Source: an optimization exercise on an open RTL-to-GDS flow (aim: small area, a short achievable clock period and few clock cycles per item). Production flows keep margins and buffers that such runs may drop.
Where RTL was checked, it was by simulation tests only, not by an equivalence proof against the original.
Power and IR drop assume default switching activity.

P:
## servo_slew_limiter
module servo_slew_limiter (
    input  logic        clk,
    input  logic        rst_n,
    input  logic        cmd_valid,
    output logic        cmd_stall,
    input  logic        cmd_op,
    input  logic [15:0] cmd_raw_angle,
    output logic        res_valid,
    input  logic        res_stall,
    output logic [7:0]  res_target_angle,
    output logic [7:0]  res_current_angle,
    output logic [11:0] res_target_pulse_us,
    output logic [11:0] res_drive_pulse_us,
    output logic        res_drive_updated,
    input  logic        cfg_valid,
    output logic        cfg_ready,
    input  logic [1:0]  cfg_index,
    input  logic [15:0] cfg_data
);
Size in the first run: about 1500 cells after synthesis, about 200 flip-flops, roughly 84 I/O pins, about 15000 um2 of cells after synthesis.
make LEC_CHECK=0 CAP_MARGIN=20 CORE_MARGIN=2 CORE_UTILIZATION=50 PLACE_DENSITY=0.65 SETUP_SLACK_MARGIN=5 SLEW_MARGIN=20 finish   # period 9.0 ns
run.sh (not shown) runs the stock make flow with config.mk's settings and CLKGATE_MAP_FILE= SYNTH_SCRIPT=/design/flow/synth_recipe.tcl, a recipe that flattens the netlist after the stock synthesis.
No stage failed in P, and the final checks on the layout all came back clean.
Testbench counts of P, summed over its fixed seeds: cycles 24,208, items 24,000.
> inputs changed (P -> Q)
Settings: a change of PLACE_DENSITY from 0.65 to 0.6; a change of CORE_UTILIZATION from 50 to 40.
- Looking at multi-input gate share of the layout cell area, Q sits 0.15 points above P.
- When Q is measured against P, its starting utilization of the core area turns out 9.8 points lower.
- There was hardly any difference in global-route met3 utilization between P and Q.
- For design area, Q and P come out practically identical.
[inputs] R vs Q
Settings: an added CTS_CLUSTER_SIZE of 40; an added CTS_BUF_LIST of sky130_fd_sc_hd__clkbuf_8.
Findings:
Q vs R, standard cell with the maximum stage delay on the critical path: buf_2 vs edfxtp_1. Per the comparison of R with Q, relative area change from synthesis to final layout went down; part of the power in registers increased 1.3 points; fill cell instance count of the final layout went up 0.41%. The beginning of the critical path comes out u_core.x_r[3] in one run and res_stall in the other, namely in R and Q respectively. Going from Q to R, total detailed-routing wirelength saw a decrease, switching part of the total moved up, global-route met1 utilization now sits at about the same level. The length of routed met2 wiring in R sits 1.5% below the value recorded for Q. Comparing R with Q, the via count of the first global-routing pass came out essentially unchanged. Compared with Q, in R buffering stage count on the worst path with inverters included increased 3, critical path depth went up 10.
Relative to R, the following input files were edited for S:
Settings: CTS_BUF_LIST: sky130_fd_sc_hd__clkbuf_8 -> unset; CTS_CLUSTER_SIZE: 40 -> unset; GPL_TIMING_DRIVEN: unset -> 0.
==> run notes <==
Required time at the endpoint of the critical path for S is lower than for R.
Compared with R, in S worst setup slack fell by 0.22 ns; hold slack ~0 delta; top achievable clock speed now sits lower.
S vs R: post-route non-filler standard cell count up
Input changes introduced in T (baseline for comparison: S):
Settings: GPL_TIMING_DRIVEN removed (was 0); TNS_END_PERCENT newly set to 10.
--- outcome ---
- Relative to S, part of the power in combinational logic decreased by 1.1 points in T.
- S leaves less setup margin than T.
- Against S, the final cell area of T is lower.
- Summary: with S as the reference, overall via count from detail_route in T moved down by a few percent.
- Taking T over S, the number of buffers outside the clock class in the layout ratio works out to 0.80.

* * *

servo_slew_limiter, a different RTL version from the one above (not shown whole).
For scale: roughly 1,500 cells after synthesis, roughly 200 flip-flops, roughly 84 I/O pins.
export LEC_CHECK = 0
export CAP_MARGIN = 20
export CORE_MARGIN = 2
export CORE_UTILIZATION = 55
export CTS_BUF_LIST = sky130_fd_sc_hd__clkbuf_8
export CTS_CLUSTER_SIZE = 40
export PLACE_DENSITY = 0.7
export SETUP_SLACK_MARGIN = 5
export SLEW_MARGIN = 20
create_clock -name core_clock -period 9.0 [get_ports {clk}]
Testbench counts at the start, summed over its fixed seeds: cycles 24,208, items 24,000.
Change:
CORE_UTILIZATION = 40   (was 55)
CTS_BUF_LIST = default   (was sky130_fd_sc_hd__clkbuf_8)
CTS_CLUSTER_SIZE = default   (was 40)
PLACE_DENSITY = 0.6   (was 0.7)
Effect:
- die area grows by 37%
- total power went up by 3.8%
- global-route usage falls by 6.0 points
- setup slack gains 44 ps
- via count shrinks by 2.5%
- hold slack is worse by 7.0 ps
- combinational power rose by about 2%
- cell area rose by 1.8%
Change:
CTS_BUF_LIST = sky130_fd_sc_hd__clkbuf_8   (was default)
CTS_CLUSTER_SIZE = 40   (was default)
SETUP_SLACK_MARGIN = 4.6   (was 5)
Maximum frequency drops by a little under a tenth.
Count of clock-buffer cells in the layout drops by 2.
Critical path depth drops by 10.
Die area is unchanged.
Change:
SETUP_SLACK_MARGIN = 5   (was 4.6)
Outcome: Fmax goes up by about 8%; die area is unchanged; worst hold slack barely changes; first-iteration DRC count drops by about 9%; via count is higher by about 1.6%; non-clock buffer count went up by 36; critical path depth does not change; power is higher by about 12%.

* * *

Another version of the RTL of servo_slew_limiter (not shown whole).
For scale: ~1500 cells after synthesis, ~84 I/O pins, ~15000 sq um of cells after synthesis.
Settings: LEC_CHECK=0, CAP_MARGIN=20, CORE_MARGIN=2, CORE_UTILIZATION=40, PLACE_DENSITY=0.6, SETUP_SLACK_MARGIN=5, SLEW_MARGIN=20; clock period 9.0 ns.
Testbench counts at the start, summed over its fixed seeds: cycles 24,192, items 24,000.
Change:
Settings changed: ABC_CLOCK_PERIOD_IN_PS set to 4000.
What happened: The new run ran to the end with no violations; power does not change; core utilization is unchanged; flip-flop and latch count stays the same; combinational power hardly moves; via count does not change; setup slack is unchanged; routed wire length is unchanged; die area is unchanged; clock power barely changes; clock skew is unchanged; non-clock buffer count does not change.

* * *

rev 12:
Another version of the RTL of servo_slew_limiter (not shown whole).
Size: roughly 1500 cells after synthesis, ~190 flip-flops, about 84 I/O pins, ~0.016 mm2 of cells after synthesis.
// servo_slew_limiter
module servo_slew_limiter (
    input  logic        clk,
    input  logic        rst_n,
    input  logic        cmd_valid,
    output logic        cmd_stall,
    input  logic        cmd_op,
    input  logic [15:0] cmd_raw_angle,
    output logic        res_valid,
    input  logic        res_stall,
    output logic [7:0]  res_target_angle,
    output logic [7:0]  res_current_angle,
    output logic [11:0] res_target_pulse_us,
    output logic [11:0] res_drive_pulse_us,
    output logic        res_drive_updated,
    input  logic        cfg_valid,
    output logic        cfg_ready,
    input  logic [1:0]  cfg_index,
    input  logic [15:0] cfg_data
);
make LEC_CHECK=0 CAP_MARGIN=20 CORE_MARGIN=2 CORE_UTILIZATION=40 PLACE_DENSITY=0.6 SETUP_SLACK_MARGIN=5 SLEW_MARGIN=20 finish   # period 9.0 ns
Rev 12: no failed stages, no open violations at the end
Input-level comparison between rev 13 and rev 12:
# rev 12
export LEC_CHECK = 0
export CAP_MARGIN = 20
export CORE_MARGIN = 2
export CORE_UTILIZATION = 40
export PLACE_DENSITY = 0.6
export SETUP_SLACK_MARGIN = 5
export SLEW_MARGIN = 20
create_clock -name core_clock -period 9.0 [get_ports {clk}]
# rev 13
export LEC_CHECK = 0
export CAP_MARGIN = 20
export CORE_MARGIN = 2
export CORE_UTILIZATION = 65
export PLACE_DENSITY = 0.75
export SETUP_SLACK_MARGIN = 5
export SLEW_MARGIN = 20
create_clock -name core_clock -period 9.0 [get_ports {clk}]
[summary]
When the final numbers for rev 12 and rev 13 were put side by side, the total number of cells along the worst setup path turned out to be greater in rev 12.
The multi-input gate area in the final layout on rev 13 is in line with that on rev 12.
The minimum clock period after layout number comes out lower for rev 12 vs rev 13.
Rev 13 ended up with a lower die area than rev 12 did.
Comparing starting density of the core for rev 12 and rev 13, the bigger number came from rev 13.
Diff rev 12..rev 13 | hold-critical path depth | unchanged
In rev 13 relative to rev 12, non-clock buffer count had gone down by a few percent.
No functional check of the RTL was part of any run of this note.

==> static timing again, ports no longer ideal <==
No port has a modelled driver above. Below, the same layouts with a new extraction and two added sets of constraints.
Step 1 (the two cells are an assumption about what drives the block):
set clk [get_ports {clk}]
set_driving_cell -lib_cell sky130_fd_sc_hd__clkbuf_16 $clk
set_driving_cell -lib_cell sky130_fd_sc_hd__buf_2 [delete_from_list [all_inputs] $clk]
Step 2 times the ports against the registers' clock, not the clock port: input delays grow and output delays shrink by t, the midpoint of the rising clock arrivals with the driver on.
Three values: no drivers, after step 1, after step 2; two values: the first two.
run | t (ns) | setup WS [ns] | slew at the worst register clock pin (ns)
P | 0.492 | 5.042 / 4.998 / 4.598 | 0.08 / 0.08
Q | 0.496 | 5.029 / 4.990 / 4.636 | 0.08 / 0.08
R | 0.536 | 4.959 / 4.959 / 4.586 | 0.11 / 0.11
S | 0.499 | 4.735 / 4.735 / 4.659 | 0.08 / 0.08
T | 0.497 | 4.926 / 4.926 / 4.511 | 0.08 / 0.08
the first run of note 2 | 0.524 | 4.972 / 4.972 / 4.641 | 0.11 / 0.11
the second run of note 2 | 0.495 | 5.015 / 4.991 / 4.663 | 0.08 / 0.08
the third run of note 2 | 0.532 | 4.698 / 4.681 / 4.589 | 0.11 / 0.11
the fourth run of note 2 | 0.520 | 5.018 / 4.987 / 4.724 | 0.11 / 0.11
the first run of note 3 | 0.490 | 4.529 / 4.478 / 4.667 | 0.07 / 0.07
the second run of note 3 | 0.490 | 4.529 / 4.478 / 4.667 | 0.07 / 0.07
rev 12 | 0.510 | 4.536 / 4.485 / 4.633 | 0.09 / 0.09
rev 13 | 0.478 | 4.475 / 4.426 / 4.637 | 0.08 / 0.08
After both steps every run listed still meets setup and hold. For P, which loses most, drivers alone change the setup slack by -0.044 ns; drivers and shift together by -0.444 ns.
